Source: an optimization exercise on an open RTL-to-GDS flow (aim: small area, a short achievable clock period and few clock cycles per item). Production flows keep margins and buffers that such runs may drop.
Only simulation tests tie the RTL to the original design; equivalence was not proved.

File: flow/config.mk
export PLATFORM = sky130hd
export DESIGN_NAME = two_mode_motion_tween_unit
export DESIGN_NICKNAME = two_mode_motion_tween_unit
export VERILOG_FILES = /design/flow/design.v
export SDC_FILE = /design/flow/constraint.sdc
export NUM_CORES = 4
export LEC_CHECK = 0
export CAP_MARGIN = 20
export CORE_MARGIN = 2
export CORE_UTILIZATION = 40
export SLEW_MARGIN = 20
export SYNTH_MEMORY_MAX_BITS = 32768
File: flow/constraint.sdc
create_clock -name core_clock -period 11.0 [get_ports {clk}]
set_input_delay 2.2000 -clock core_clock [delete_from_list [all_inputs] [get_ports {clk}]]
set_output_delay 2.2000 -clock core_clock [all_outputs]
set_load 0.01 [all_outputs]
File: flow/design.v
`default_nettype none
package tween_pkg;
  localparam int unsigned COORD_W = 16;
  localparam int unsigned STEP_W  = 17;
  localparam logic [31:0] HALF_PI_Q30 = 32'd1686629713;
  typedef enum logic [2:0] {
    REG_START_X     = 3'd0,
    REG_START_Y     = 3'd1,
    REG_END_X       = 3'd2,
    REG_END_Y       = 3'd3,
    REG_STEP_COUNT  = 3'd4,
    REG_EASING_MODE = 3'd5
  } reg_index_t;
  typedef enum logic [3:0] {
    OP_LOAD     = 4'd0,
    OP_DIV_INIT = 4'd1,
    OP_DIV_STEP = 4'd2,
    OP_IDX      = 4'd3,
    OP_ROM      = 4'd4,
    OP_FSEL     = 4'd5,
    OP_MULX     = 4'd6,
    OP_SUMX     = 4'd7,
    OP_MULY     = 4'd8,
    OP_SUMY     = 4'd9,
    OP_FINISH   = 4'd10
  } op_t;
  typedef enum logic [2:0] {
    C_NEVER       = 3'd0,
    C_ALWAYS      = 3'd1,
    C_NO_ACCEPT   = 3'd2,
    C_PAST_END    = 3'd3,
    C_DIV_BUSY    = 3'd4,
    C_OUT_BLOCKED = 3'd5
  } cond_t;
  localparam int unsigned PC_W = 4;
  localparam logic [PC_W-1:0] STEP_WAIT   = 4'd0;
  localparam logic [PC_W-1:0] STEP_CHECK  = 4'd1;
  localparam logic [PC_W-1:0] STEP_DIV    = 4'd2;
  localparam logic [PC_W-1:0] STEP_IDX    = 4'd3;
  localparam logic [PC_W-1:0] STEP_ROM    = 4'd4;
  localparam logic [PC_W-1:0] STEP_FSEL   = 4'd5;
  localparam logic [PC_W-1:0] STEP_MULX   = 4'd6;
  localparam logic [PC_W-1:0] STEP_SUMX   = 4'd7;
  localparam logic [PC_W-1:0] STEP_MULY   = 4'd8;
  localparam logic [PC_W-1:0] STEP_SUMY   = 4'd9;
  localparam logic [PC_W-1:0] STEP_FINISH = 4'd10;
  typedef struct packed {
    op_t             op;
    cond_t           wait_on;
    cond_t           jump_on;
    logic [PC_W-1:0] target;
  } ucode_t;
  function automatic ucode_t ucode_rom(input logic [PC_W-1:0] pc);
    ucode_t w;
    w = {tween_pkg::OP_LOAD, tween_pkg::C_NEVER, tween_pkg::C_ALWAYS, tween_pkg::STEP_WAIT};
    case (pc)
      STEP_WAIT:   w = {tween_pkg::OP_LOAD, tween_pkg::C_NO_ACCEPT, tween_pkg::C_NEVER, tween_pkg::STEP_WAIT};
      STEP_CHECK:  w = {tween_pkg::OP_DIV_INIT, tween_pkg::C_NEVER, tween_pkg::C_PAST_END, tween_pkg::STEP_FINISH};
      STEP_DIV:    w = {tween_pkg::OP_DIV_STEP, tween_pkg::C_DIV_BUSY, tween_pkg::C_NEVER, tween_pkg::STEP_WAIT};
      STEP_IDX:    w = {tween_pkg::OP_IDX, tween_pkg::C_NEVER, tween_pkg::C_NEVER, tween_pkg::STEP_WAIT};
      STEP_ROM:    w = {tween_pkg::OP_ROM, tween_pkg::C_NEVER, tween_pkg::C_NEVER, tween_pkg::STEP_WAIT};
      STEP_FSEL:   w = {tween_pkg::OP_FSEL, tween_pkg::C_NEVER, tween_pkg::C_NEVER, tween_pkg::STEP_WAIT};
      STEP_MULX:   w = {tween_pkg::OP_MULX, tween_pkg::C_NEVER, tween_pkg::C_NEVER, tween_pkg::STEP_WAIT};
      STEP_SUMX:   w = {tween_pkg::OP_SUMX, tween_pkg::C_NEVER, tween_pkg::C_NEVER, tween_pkg::STEP_WAIT};
      STEP_MULY:   w = {tween_pkg::OP_MULY, tween_pkg::C_NEVER, tween_pkg::C_NEVER, tween_pkg::STEP_WAIT};
      STEP_SUMY:   w = {tween_pkg::OP_SUMY, tween_pkg::C_NEVER, tween_pkg::C_NEVER, tween_pkg::STEP_WAIT};
      STEP_FINISH: w = {tween_pkg::OP_FINISH, tween_pkg::C_OUT_BLOCKED, tween_pkg::C_ALWAYS, tween_pkg::STEP_WAIT};
      default:     w = {tween_pkg::OP_LOAD, tween_pkg::C_NEVER, tween_pkg::C_ALWAYS, tween_pkg::STEP_WAIT};
    endcase
    ucode_rom = w;
  endfunction
endpackage
`default_nettype wire
`default_nettype none
module two_mode_motion_tween_unit #(
  parameter int unsigned FRACTION_BITS    = 16,
  parameter int unsigned SINE_TABLE_DEPTH = 1024
) (
  input  wire logic        clk,
  input  wire logic        rst,
  input  wire logic        s_tvalid,
  output logic             s_tready,
  input  wire logic [7:0]  s_tdata,     
  output logic             m_tvalid,
  input  wire logic        m_tready,
  output logic [31:0]      m_tdata,     
  output logic             m_tlast,     
  input  wire logic        cfg_valid,
  output logic             cfg_ready,
  input  wire logic [2:0]  cfg_index,
  input  wire logic [15:0] cfg_data
);
  localparam int unsigned F      = FRACTION_BITS;
  localparam int unsigned Q_W    = F + 1;
  localparam int unsigned IDX_W  = $clog2(SINE_TABLE_DEPTH + 1);
  localparam int unsigned IDXP_W = Q_W + IDX_W;
  localparam int unsigned CNT_W  = $clog2(F + 1);
  localparam int unsigned PROD_W = F + 19;
  localparam int unsigned SUM_W  = F + 20;
  localparam int unsigned CW     = tween_pkg::COORD_W;
  localparam int unsigned SW     = tween_pkg::STEP_W;
  logic [Q_W-1:0] sine_rom [0:SINE_TABLE_DEPTH];
  initial $readmemh("sine.hex", sine_rom);
  logic [CW-1:0] start_x, start_y, end_x, end_y, step_count;
  logic          easing_mode;
  assign cfg_ready = 1'b1;
  always_ff @(posedge clk) begin
    if (rst) begin
      start_x     <= '0;
      start_y     <= '0;
      end_x       <= '0;
      end_y       <= '0;
      step_count  <= CW'(1);
      easing_mode <= 1'b0;
    end else if (cfg_valid) begin
      case (cfg_index)
        tween_pkg::REG_START_X:     start_x     <= cfg_data;
        tween_pkg::REG_START_Y:     start_y     <= cfg_data;
        tween_pkg::REG_END_X:       end_x       <= cfg_data;
        tween_pkg::REG_END_Y:       end_y       <= cfg_data;
        tween_pkg::REG_STEP_COUNT:  step_count  <= cfg_data;
        tween_pkg::REG_EASING_MODE: easing_mode <= cfg_data[0];
        default: ;
      endcase
    end
  end
  logic [tween_pkg::PC_W-1:0] pc, pc_next;
  tween_pkg::ucode_t          uw;
  logic                       wait_hit, jump_hit;
  logic [SW-1:0]     step_index, k_work;
  logic              past_end;
  logic [CW-1:0]     rem;
  logic [F-1:0]      quo;
  logic              q_top;
  logic [CNT_W-1:0]  div_cnt;
  logic [IDX_W-1:0]  idx_reg;
  logic [Q_W-1:0]    rom_q, frac;
  logic signed [PROD_W-1:0] prod;
  logic [CW-1:0]     px, py;
  logic [CW-1:0]     n_eff;
  logic              accept, out_blocked, k_over;
  logic [CW:0]       rem_dbl;
  logic              rem_ge;
  logic [Q_W-1:0]    q_val;
  logic [IDXP_W-1:0] idx_full;
  logic [IDX_W:0]    idx_sh;
  logic              sel_y;
  logic [CW-1:0]     bs, be;
  logic signed [CW:0]       diff;
  logic signed [PROD_W-1:0] mul_res;
  logic signed [SUM_W-1:0]  base_sh, v, v_adj;
  logic [CW-1:0]     blend_res;
  logic              done_now, force_end;
  assign n_eff       = (step_count == '0) ? CW'(1) : step_count;
  assign s_tready    = (pc == tween_pkg::STEP_WAIT);
  assign accept      = s_tvalid && s_tready;
  assign out_blocked = m_tvalid && !m_tready;
  assign k_over      = k_work > {1'b0, n_eff};
  assign uw          = tween_pkg::ucode_rom(pc);
  function automatic logic cond_eval(input tween_pkg::cond_t c, input logic no_acc,
                                     input logic over, input logic busy,
                                     input logic blocked);
    logic r;
    case (c)
      tween_pkg::C_NEVER:       r = 1'b0;
      tween_pkg::C_ALWAYS:      r = 1'b1;
      tween_pkg::C_NO_ACCEPT:   r = no_acc;
      tween_pkg::C_PAST_END:    r = over;
      tween_pkg::C_DIV_BUSY:    r = busy;
      tween_pkg::C_OUT_BLOCKED: r = blocked;
      default:                  r = 1'b0;
    endcase
    cond_eval = r;
  endfunction
  always_comb begin
    wait_hit = cond_eval(uw.wait_on, !accept, k_over, div_cnt != CNT_W'(1), out_blocked);
    jump_hit = cond_eval(uw.jump_on, !accept, k_over, div_cnt != CNT_W'(1), out_blocked);
    if (wait_hit)      pc_next = pc;
    else if (jump_hit) pc_next = uw.target;
    else               pc_next = pc + tween_pkg::PC_W'(1);
  end
  always_ff @(posedge clk) begin
    if (rst) pc <= tween_pkg::STEP_WAIT;
    else     pc <= pc_next;
  end
  assign rem_dbl = {rem, 1'b0};
  assign rem_ge  = rem_dbl >= {1'b0, n_eff};
  assign q_val   = {q_top, quo};
  assign idx_full = IDXP_W'(q_val) * IDXP_W'(SINE_TABLE_DEPTH)
                  + (IDXP_W'(1) << (F - 1));
  assign idx_sh   = idx_full[IDXP_W-1:F];
  assign sel_y     = (uw.op == tween_pkg::OP_MULY) || (uw.op == tween_pkg::OP_SUMY);
  assign bs        = sel_y ? start_y : start_x;
  assign be        = sel_y ? end_y : end_x;
  assign diff      = $signed({be[CW-1], be}) - $signed({bs[CW-1], bs});
  assign mul_res   = $signed({1'b0, frac}) * diff;
  assign base_sh   = SUM_W'($signed(bs)) <<< F;
  assign v         = base_sh + SUM_W'(prod);
  assign v_adj     = v + (v[SUM_W-1] ? SUM_W'((SUM_W'(1) << F) - SUM_W'(1)) : SUM_W'(0));
  assign blend_res = v_adj[F+CW-1:F];
  assign done_now  = !past_end && (k_work == {1'b0, n_eff});
  assign force_end = past_end || (done_now && easing_mode);
  always_ff @(posedge clk) begin
    case (uw.op)
      tween_pkg::OP_LOAD: begin
        if (accept) k_work <= s_tdata[0] ? '0 : step_index;
      end
      tween_pkg::OP_DIV_INIT: begin
        past_end <= k_over;
        q_top    <= (k_work == {1'b0, n_eff});
        rem      <= (k_work == {1'b0, n_eff}) ? '0 : k_work[CW-1:0];
        quo      <= '0;
        div_cnt  <= CNT_W'(F);
      end
      tween_pkg::OP_DIV_STEP: begin
        if (div_cnt != '0) begin
          rem     <= rem_ge ? rem_dbl[CW-1:0] - n_eff : rem_dbl[CW-1:0];
          quo     <= {quo[F-2:0], rem_ge};
          div_cnt <= div_cnt - CNT_W'(1);
        end
      end
      tween_pkg::OP_IDX: begin
        idx_reg <= (idx_sh > (IDX_W+1)'(SINE_TABLE_DEPTH)) ? IDX_W'(SINE_TABLE_DEPTH)
                                                           : idx_sh[IDX_W-1:0];
      end
      tween_pkg::OP_ROM:  rom_q <= sine_rom[idx_reg];
      tween_pkg::OP_FSEL: frac  <= easing_mode ? rom_q : q_val;
      tween_pkg::OP_MULX: prod  <= mul_res;
      tween_pkg::OP_SUMX: px    <= blend_res;
      tween_pkg::OP_MULY: prod  <= mul_res;
      tween_pkg::OP_SUMY: py    <= blend_res;
      default: ;
    endcase
  end
  always_ff @(posedge clk) begin
    if (rst) begin
      step_index <= '0;
    end else if (uw.op == tween_pkg::OP_FINISH && !out_blocked && !past_end) begin
      step_index <= k_work + SW'(1);
    end
  end
  always_ff @(posedge clk) begin
    if (rst) begin
      m_tvalid <= 1'b0;
    end else if (uw.op == tween_pkg::OP_FINISH && !out_blocked) begin
      m_tvalid <= 1'b1;
    end else if (m_tready) begin
      m_tvalid <= 1'b0;
    end
  end
  always_ff @(posedge clk) begin
    if (uw.op == tween_pkg::OP_FINISH && !out_blocked) begin
      m_tdata <= force_end ? {end_y, end_x} : {py, px};
      m_tlast <= done_now;
    end
  end
endmodule
`default_nettype wire
File: flow/sine.hex
00000
00065
000c9
0012e
00192
001f7
0025b
002c0
00324
00389
003ed
00452
004b6
0051b
0057f
005e4
00648
006ad
00711
00776
007da
0083f
008a3
00908
0096c
009d1
00a35
00a9a
00afe
00b62
00bc7
00c2b
00c90
00cf4
00d59
00dbd
00e21
00e86
00eea
00f4e
00fb3
01017
0107b
010e0
01144
011a8
0120d
01271
012d5
01339
0139e
01402
01466
014ca
0152e
01593
015f7
0165b
016bf
01723
01787
017eb
01850
018b4
01918
0197c
019e0
01a44
01aa8
01b0c
01b70
01bd4
01c38
01c9b
01cff
01d63
01dc7
01e2b
01e8f
01ef3
01f56
01fba
0201e
02082
020e5
02149
021ad
02210
02274
022d7
0233b
0239f
02402
02466
024c9
0252d
02590
025f4
02657
026ba
0271e
02781
027e4
02848
028ab
0290e
02971
029d5
02a38
02a9b
02afe
02b61
02bc4
02c27
02c8a
02ced
02d50
02db3
02e16
02e79
02edc
02f3f
02fa1
03004
03067
030ca
0312c
0318f
031f1
03254
032b7
03319
0337c
033de
03440
034a3
03505
03568
035ca
0362c
0368e
036f1
03753
037b5
03817
03879
038db
0393d
0399f
03a01
03a63
03ac5
03b27
03b88
03bea
03c4c
03cae
03d0f
03d71
03dd2
03e34
03e95
03ef7
03f58
03fba
0401b
0407c
040de
0413f
041a0
04201
04262
042c3
04324
04385
043e6
04447
044a8
04509
0456a
045cb
0462b
0468c
046ec
0474d
047ae
0480e
0486f
048cf
0492f
04990
049f0
04a50
04ab0
04b10
04b71
04bd1
04c31
04c90
04cf0
04d50
04db0
04e10
04e70
04ecf
04f2f
04f8e
04fee
0504d
050ad
0510c
0516c
051cb
0522a
05289
052e8
05348
053a7
05406
05464
054c3
05522
05581
055e0
0563e
0569d
056fc
0575a
057b9
05817
05875
058d4
05932
05990
059ee
05a4c
05aaa
05b08
05b66
05bc4
05c22
05c80
05cde
05d3b
05d99
05df6
05e54
05eb1
05f0f
05f6c
05fc9
06026
06084
060e1
0613e
0619b
061f8
06254
062b1
0630e
0636b
063c7
06424
06480
064dd
06539
06595
065f2
0664e
066aa
06706
06762
067be
0681a
06876
068d1
0692d
06989
069e4
06a40
06a9b
06af6
06b52
06bad
06c08
06c63
06cbe
06d19
06d74
06dcf
06e2a
06e85
06edf
06f3a
06f94
06fef
07049
070a3
070fe
07158
071b2
0720c
07266
072c0
0731a
07373
073cd
07427
07480
074da
07533
0758d
075e6
0763f
07698
076f1
0774a
077a3
077fc
07855
078ad
07906
0795f
079b7
07a10
07a68
07ac0
07b18
07b70
07bc8
07c20
07c78
07cd0
07d28
07d7f
07dd7
07e2f
07e86
07edd
07f35
07f8c
07fe3
0803a
08091
080e8
0813f
08195
081ec
08243
08299
082f0
08346
0839c
083f2
08449
0849f
084f5
0854a
085a0
085f6
0864c
086a1
086f7
0874c
087a1
087f6
0884c
088a1
088f6
0894a
0899f
089f4
08a49
08a9d
08af2
08b46
08b9a
08bef
08c43
08c97
08ceb
08d3f
08d93
08de6
08e3a
08e8d
08ee1
08f34
08f88
08fdb
0902e
09081
090d4
09127
09179
091cc
0921f
09271
092c4
09316
09368
093ba
0940c
0945e
094b0
09502
09554
095a5
095f7
09648
0969a
096eb
0973c
0978d
097de
0982f
09880
098d0
09921
09972
099c2
09a12
09a63
09ab3
09b03
09b53
09ba3
09bf2
09c42
09c92
09ce1
09d31
09d80
09dcf
09e1e
09e6d
09ebc
09f0b
09f5a
09fa8
09ff7
0a045
0a094
0a0e2
0a130
0a17e
0a1cc
0a21a
0a268
0a2b5
0a303
0a350
0a39e
0a3eb
0a438
0a485
0a4d2
0a51f
0a56c
0a5b8
0a605
0a652
0a69e
0a6ea
0a736
0a782
0a7ce
0a81a
0a866
0a8b2
0a8fd
0a949
0a994
0a9df
0aa2a
0aa76
0aac1
0ab0b
0ab56
0aba1
0abeb
0ac36
0ac80
0acca
0ad14
0ad5e
0ada8
0adf2
0ae3c
0ae85
0aecf
0af18
0af62
0afab
0aff4
0b03d
0b086
0b0ce
0b117
0b160
0b1a8
0b1f0
0b239
0b281
0b2c9
0b311
0b358
0b3a0
0b3e8
0b42f
0b477
0b4be
0b505
0b54c
0b593
0b5da
0b620
0b667
0b6ad
0b6f4
0b73a
0b780
0b7c6
0b80c
0b852
0b898
0b8dd
0b923
0b968
0b9ae
0b9f3
0ba38
0ba7d
0bac1
0bb06
0bb4b
0bb8f
0bbd4
0bc18
0bc5c
0bca0
0bce4
0bd28
0bd6b
0bdaf
0bdf2
0be36
0be79
0bebc
0beff
0bf42
0bf85
0bfc7
0c00a
0c04c
0c08f
0c0d1
0c113
0c155
0c197
0c1d8
0c21a
0c25c
0c29d
0c2de
0c31f
0c360
0c3a1
0c3e2
0c423
0c463
0c4a4
0c4e4
0c524
0c564
0c5a4
0c5e4
0c624
0c663
0c6a3
0c6e2
0c721
0c761
0c7a0
0c7de
0c81d
0c85c
0c89a
0c8d9
0c917
0c955
0c993
0c9d1
0ca0f
0ca4d
0ca8a
0cac7
0cb05
0cb42
0cb7f
0cbbc
0cbf9
0cc35
0cc72
0ccae
0cceb
0cd27
0cd63
0cd9f
0cddb
0ce17
0ce52
0ce8e
0cec9
0cf04
0cf3f
0cf7a
0cfb5
0cff0
0d02a
0d065
0d09f
0d0d9
0d113
0d14d
0d187
0d1c1
0d1fa
0d234
0d26d
0d2a6
0d2df
0d318
0d351
0d38a
0d3c2
0d3fb
0d433
0d46b
0d4a3
0d4db
0d513
0d54b
0d582
0d5ba
0d5f1
0d628
0d65f
0d696
0d6cd
0d703
0d73a
0d770
0d7a6
0d7dc
0d812
0d848
0d87e
0d8b4
0d8e9
0d91e
0d954
0d989
0d9be
0d9f2
0da27
0da5c
0da90
0dac4
0daf8
0db2c
0db60
0db94
0dbc8
0dbfb
0dc2f
0dc62
0dc95
0dcc8
0dcfb
0dd2d
0dd60
0dd92
0ddc5
0ddf7
0de29
0de5b
0de8c
0debe
0def0
0df21
0df52
0df83
0dfb4
0dfe5
0e016
0e046
0e077
0e0a7
0e0d7
0e107
0e137
0e167
0e196
0e1c6
0e1f5
0e224
0e253
0e282
0e2b1
0e2df
0e30e
0e33c
0e36b
0e399
0e3c7
0e3f4
0e422
0e450
0e47d
0e4aa
0e4d7
0e504
0e531
0e55e
0e58b
0e5b7
0e5e3
0e610
0e63c
0e667
0e693
0e6bf
0e6ea
0e716
0e741
0e76c
0e797
0e7c2
0e7ec
0e817
0e841
0e86b
0e895
0e8bf
0e8e9
0e913
0e93c
0e966
0e98f
0e9b8
0e9e1
0ea0a
0ea32
0ea5b
0ea83
0eaab
0ead4
0eafc
0eb23
0eb4b
0eb73
0eb9a
0ebc1
0ebe8
0ec0f
0ec36
0ec5d
0ec83
0ecaa
0ecd0
0ecf6
0ed1c
0ed42
0ed68
0ed8d
0edb3
0edd8
0edfd
0ee22
0ee47
0ee6b
0ee90
0eeb4
0eed9
0eefd
0ef21
0ef45
0ef68
0ef8c
0efaf
0efd2
0eff5
0f018
0f03b
0f05e
0f080
0f0a3
0f0c5
0f0e7
0f109
0f12b
0f14c
0f16e
0f18f
0f1b1
0f1d2
0f1f3
0f213
0f234
0f254
0f275
0f295
0f2b5
0f2d5
0f2f5
0f314
0f334
0f353
0f372
0f391
0f3b0
0f3cf
0f3ed
0f40c
0f42a
0f448
0f466
0f484
0f4a2
0f4bf
0f4dd
0f4fa
0f517
0f534
0f551
0f56e
0f58a
0f5a6
0f5c3
0f5df
0f5fb
0f616
0f632
0f64e
0f669
0f684
0f69f
0f6ba
0f6d5
0f6ef
0f70a
0f724
0f73e
0f758
0f772
0f78c
0f7a5
0f7bf
0f7d8
0f7f1
0f80a
0f823
0f83b
0f854
0f86c
0f885
0f89d
0f8b4
0f8cc
0f8e4
0f8fb
0f913
0f92a
0f941
0f958
0f96e
0f985
0f99b
0f9b2
0f9c8
0f9de
0f9f3
0fa09
0fa1f
0fa34
0fa49
0fa5e
0fa73
0fa88
0fa9c
0fab1
0fac5
0fad9
0faed
0fb01
0fb15
0fb28
0fb3c
0fb4f
0fb62
0fb75
0fb88
0fb9a
0fbad
0fbbf
0fbd1
0fbe3
0fbf5
0fc07
0fc18
0fc2a
0fc3b
0fc4c
0fc5d
0fc6e
0fc7f
0fc8f
0fca0
0fcb0
0fcc0
0fcd0
0fcdf
0fcef
0fcfe
0fd0e
0fd1d
0fd2c
0fd3b
0fd49
0fd58
0fd66
0fd74
0fd83
0fd90
0fd9e
0fdac
0fdb9
0fdc7
0fdd4
0fde1
0fdee
0fdfa
0fe07
0fe13
0fe1f
0fe2b
0fe37
0fe43
0fe4f
0fe5a
0fe66
0fe71
0fe7c
0fe87
0fe91
0fe9c
0fea6
0feb0
0feba
0fec4
0fece
0fed8
0fee1
0feeb
0fef4
0fefd
0ff06
0ff0e
0ff17
0ff1f
0ff28
0ff30
0ff38
0ff3f
0ff47
0ff4e
0ff56
0ff5d
0ff64
0ff6b
0ff71
0ff78
0ff7e
0ff85
0ff8b
0ff91
0ff96
0ff9c
0ffa2
0ffa7
0ffac
0ffb1
0ffb6
0ffbb
0ffbf
0ffc4
0ffc8
0ffcc
0ffd0
0ffd4
0ffd7
0ffdb
0ffde
0ffe1
0ffe4
0ffe7
0ffea
0ffec
0ffef
0fff1
0fff3
0fff5
0fff7
0fff8
0fffa
0fffb
0fffc
0fffd
0fffe
0ffff
0ffff
10000
10000
10000
File: flow/run.sh
#!/bin/bash
# synth_recipe.tcl (not shown) runs the flow's synth.tcl, then flattens the netlist and writes it again
# the make line also repeats each setting of config.mk as NAME=value (left out here)
make -C /OpenROAD-flow-scripts/flow DESIGN_CONFIG=/design/flow/config.mk WORK_HOME=/design/flow/orfs CLKGATE_MAP_FILE= SYNTH_SCRIPT=/design/flow/synth_recipe.tcl finish
==> results by group <==
Route
  • Vias: 38720
  • DR WL/cell: between 20 and 30 um
  • DRC viols: 0
  • Final WL: between 150 and 200 mm
  • Vias/cell: approximately 6.5
  • DRT Pass-1 Iters: 9
  • Initial DRC Count: 6086
  • Post-route ant nets: 0

Finish
  • Most frequent cells in the layout: nand2_1 (665), a21oi_1 (397), inv_1 (363), o21ai_0 (338), nor2_1 (333)
  • Fill cell count: around 9500
  • Sequential Area: between 8000 and 9000 sq um
  • Most common cell after layout, fill and taps aside: nand2_1
  • Most flops, register: prod
  • Max reg flops: 35
  • Area growth, synth to finish: 7.841%
  • Layout cell share with drive strength beyond 1: approximately 8%
  • Multi-input logic area: between 20000 and 30000 sq um
  • Final nets: a little over 5000
  • Largest registers: prod: 35 flops, m_tdata: 32 flops

Critical path
  • Startpoint class of the critical path: flip-flop
  • Critical register-to-register path startpoint: uw[13]
  • WP data required: around 11 ns
  • Slowest CP cell: fa_1
  • Flop2flop setup slack: between 0.7 and 0.8 ns
  • Most used cell along the critical path: fa_1
  • Crit-path max FO: 18
  • Crit path buffers/inverters: 5
  • Worst path max stage delay: about 0.5 ns
  • Crit path max-delay family: compound AO/OA/AOI/OAI gates
  • Setup Crit Path Kind: flip-flop to flip-flop
  • Worst setup path start: uw[13]
  • Arrival @ worst endpoint: about 11 ns
  • Crit. End Element: flip-flop

Floorplan
  • Num ports: between 60 and 70
  • Chip width: approximately 310 um
  • Rows: between 100 and 150
  • Starting Density: about two fifths
  • Die Span Y: ~310 um
  • Core footprint: 93330 sq um
  • Die Area: between 90000 and 100000 sq um

Global routing
  • First-pass GRT wire length: approximately 240 mm
  • Initial antenna violation count: 15
  • Grt ovf: 0
  • Global Route Usage Sum: between 30 and 40%
  • Largest net degree at the start of global routing: between 100 and 150
  • Vias in the first global route: around 36000

Yosys
  • Top cells by area, synth: edfxtp_1 (16%), fa_1 (12%), ha_1 (7.8%)
  • Post-synth ARST share: 0%
  • Syn avg cell area: ~8 sq um
  • Syn_nets: ~5300
  • Post-synth EDFFs: around 200
  • Synth cell types: slightly below 100
  • Warnings from Yosys: 1
  • Netlist Area Pre-Place: about 38000 sq um
  • Predominant post-synthesis flop cell: edfxtp_1
  • Cell count after synthesis: between 4000 and 5000
  • Area leader, netlist: edfxtp_1
  • Sequential-to-total area share from yosys stat: between 20% and 30%
  • Top cell type's share of synthesized area: ~16%
  • Synthesized flop and latch total: 313

Worst hold path
  • Worst Hold Class: flip-flop to flip-flop
  • Hold path start: start_x[2]

Clocking
  • Buffer depth of the longest clock path: 3
  • # hold bufs at CTS: 0
  • Skew-Pair Late Insertion Delay: between 0.5 and 0.6 ns
  • CTS tree: yes
  • Root buffer selected by CTS: clkbuf_16
  • H-tree depth: 1
  • Clk sinks: ~310
  • Clock Pin Slew Worst Setup and Hold Paths: about 0.07 ns
  • CTS Buf Count: 31

Timing
  • Min Tclk post-route: approximately 10 ns
  • Worst hold margin: ~0.45 ns
  • Final worst path period share: roughly 93%
  • Fin. max-slew vios: 0
  • Final hold viol count: 0
  • Post-Route Skew: 0.02282 ns
  • Setup Total Neg Slack: 0 ns
  • Slew @ Worst Pin: between 1 and 1.5 ns
  • Highest Clock Rate: 97.83 MHz
  • RSZ-0062 raised after global routing: no
  • Final setup viols: 0
  • Slew headroom: between 10% and 20%

Placed design
  • PortBufs: around 60
  • GP Congestion: 1.129
  • DP Wirelength: 118.3 mm

Status
  • Outcome: finished clean

Run
  • Max-cap viol count: 0
-- cells by family (layout without fill, tap and decap cells) --
logic type	after synthesis	count (layout)	synth area share, %
xor+xnor	101	101	2.346
flops	313	313	21.95
mux	127	127	4.228
buf+inv	743	626	7.695
simple gates	1651	1651	20.18
compound gates	1394	1394	23.74
other cells	1	9	0.009945
fa+ha+maj	462	462	19.85
-- area by class of cell --
cell class                      instances  share of cell area, %
Multi-Input combinational cell       3736                  65.60
Antenna cell                            8                0.04923
Tap cell                             1254                  3.859
Clock inverter                         23                 0.4739
Timing Repair Buffer                  197                  4.240
Sequential cell                       313                  20.36
Inverter                              371                  3.428
Clock buffer                           35                  1.997
-- layer usage --
| layer | global-route usage (%) | wire length [um] | vias to the layer above |
|---|---|---|---|
| li1 | - | - | 16750 |
| met1 | 42.89 | 64720 | 18440 |
| met2 | 49.14 | 69120 | 2709 |
| met3 | 10.16 | 20620 | 803 |
| met4 | 21.21 | 13500 | 12 |
| met5 | 0 | 69 | - |
-- final timing paths --
check,to,cells after the start
worst max-delay path,prod[32],37
worst min register to register,start_x[2],2
worst max register to register,prod[32],37
worst min-delay path,start_x[2],2
-- timing repair --
item,4_1_cts,5_1_grt
gates resized for setup,0,3
setup endpoints to repair,0,2
buffers inserted,0,0
-- Yosys cell counts (19+ instances only) --
master and n:
nor4_1 28, o211ai_1 89, o221ai_1 19, nand2b_1 47
a21oi_1 398, buf_2 72, nor2_1 338, inv_1 364
nand2_1 666, a311o_1 19, a211oi_1 83, nor3_1 90
a221oi_1 21, nand3_1 151, or2_2 25, xnor2_1 60
xor2_1 41, o21a_1 26, clkbuf_1 264, dfxtp_1 112
buf_1 31, nor2b_1 92, fa_1 227, edfxtp_1 201
ha_1 235, and2_1 122, mux2i_1 31, a21o_1 37
o21ai_0 340, mux2_2 78, a311oi_1 55, a22oi_1 19
a31oi_1 58, o311ai_0 32, o22ai_1 38
-- worst min-delay path, delay by kind of cell (launching register included) --
family / cells / cell delay [ns]
simple gates: 1 / 0.05
flops: 1 / 0.30
compound gates: 1 / 0.05
-- stage by stage --
step,worst slack (ns),std cells,utilization [%],cell area [sq um]
2_1_floorplan,1.331,4792,-,37710
3_3_place_gp,0.8467,5867,42.32,39500
5_1_grt,0.02081,5929,43.55,40640
3_5_place_dp,0.7385,5867,42.32,39500
6_report,0.7777,5937,43.57,40660
4_1_cts,0.7260,5925,43.40,40500
Testbench counts, summed over its fixed seeds: cycles 194,598, items 7,756.

re-timing with driven ports:
The results above use ideal ports. As a check the final layout listed here was re-extracted and re-timed, cells and wires unchanged. Step 1 assumes that a clkbuf_16 drives the clock port and a buf_2 every other input. Step 2 also shifts input and output timing later by t, the mid clock arrival at the registers, as if the neighbouring blocks saw the same clock. Slacks: no drivers / after step 1 / after step 2; pairs: no drivers / after step 1.
t (ns): 0.631
setup slack, ns: 0.778 / 0.778 / 0.778
slew at the worst register clock pin (ns): 0.07 / 0.07
pins driven straight from the clock port: 1
After both steps this run still meets setup and hold. The setup slack of this run moves by 0.000 ns with the drivers and by 0.000 ns with both steps.
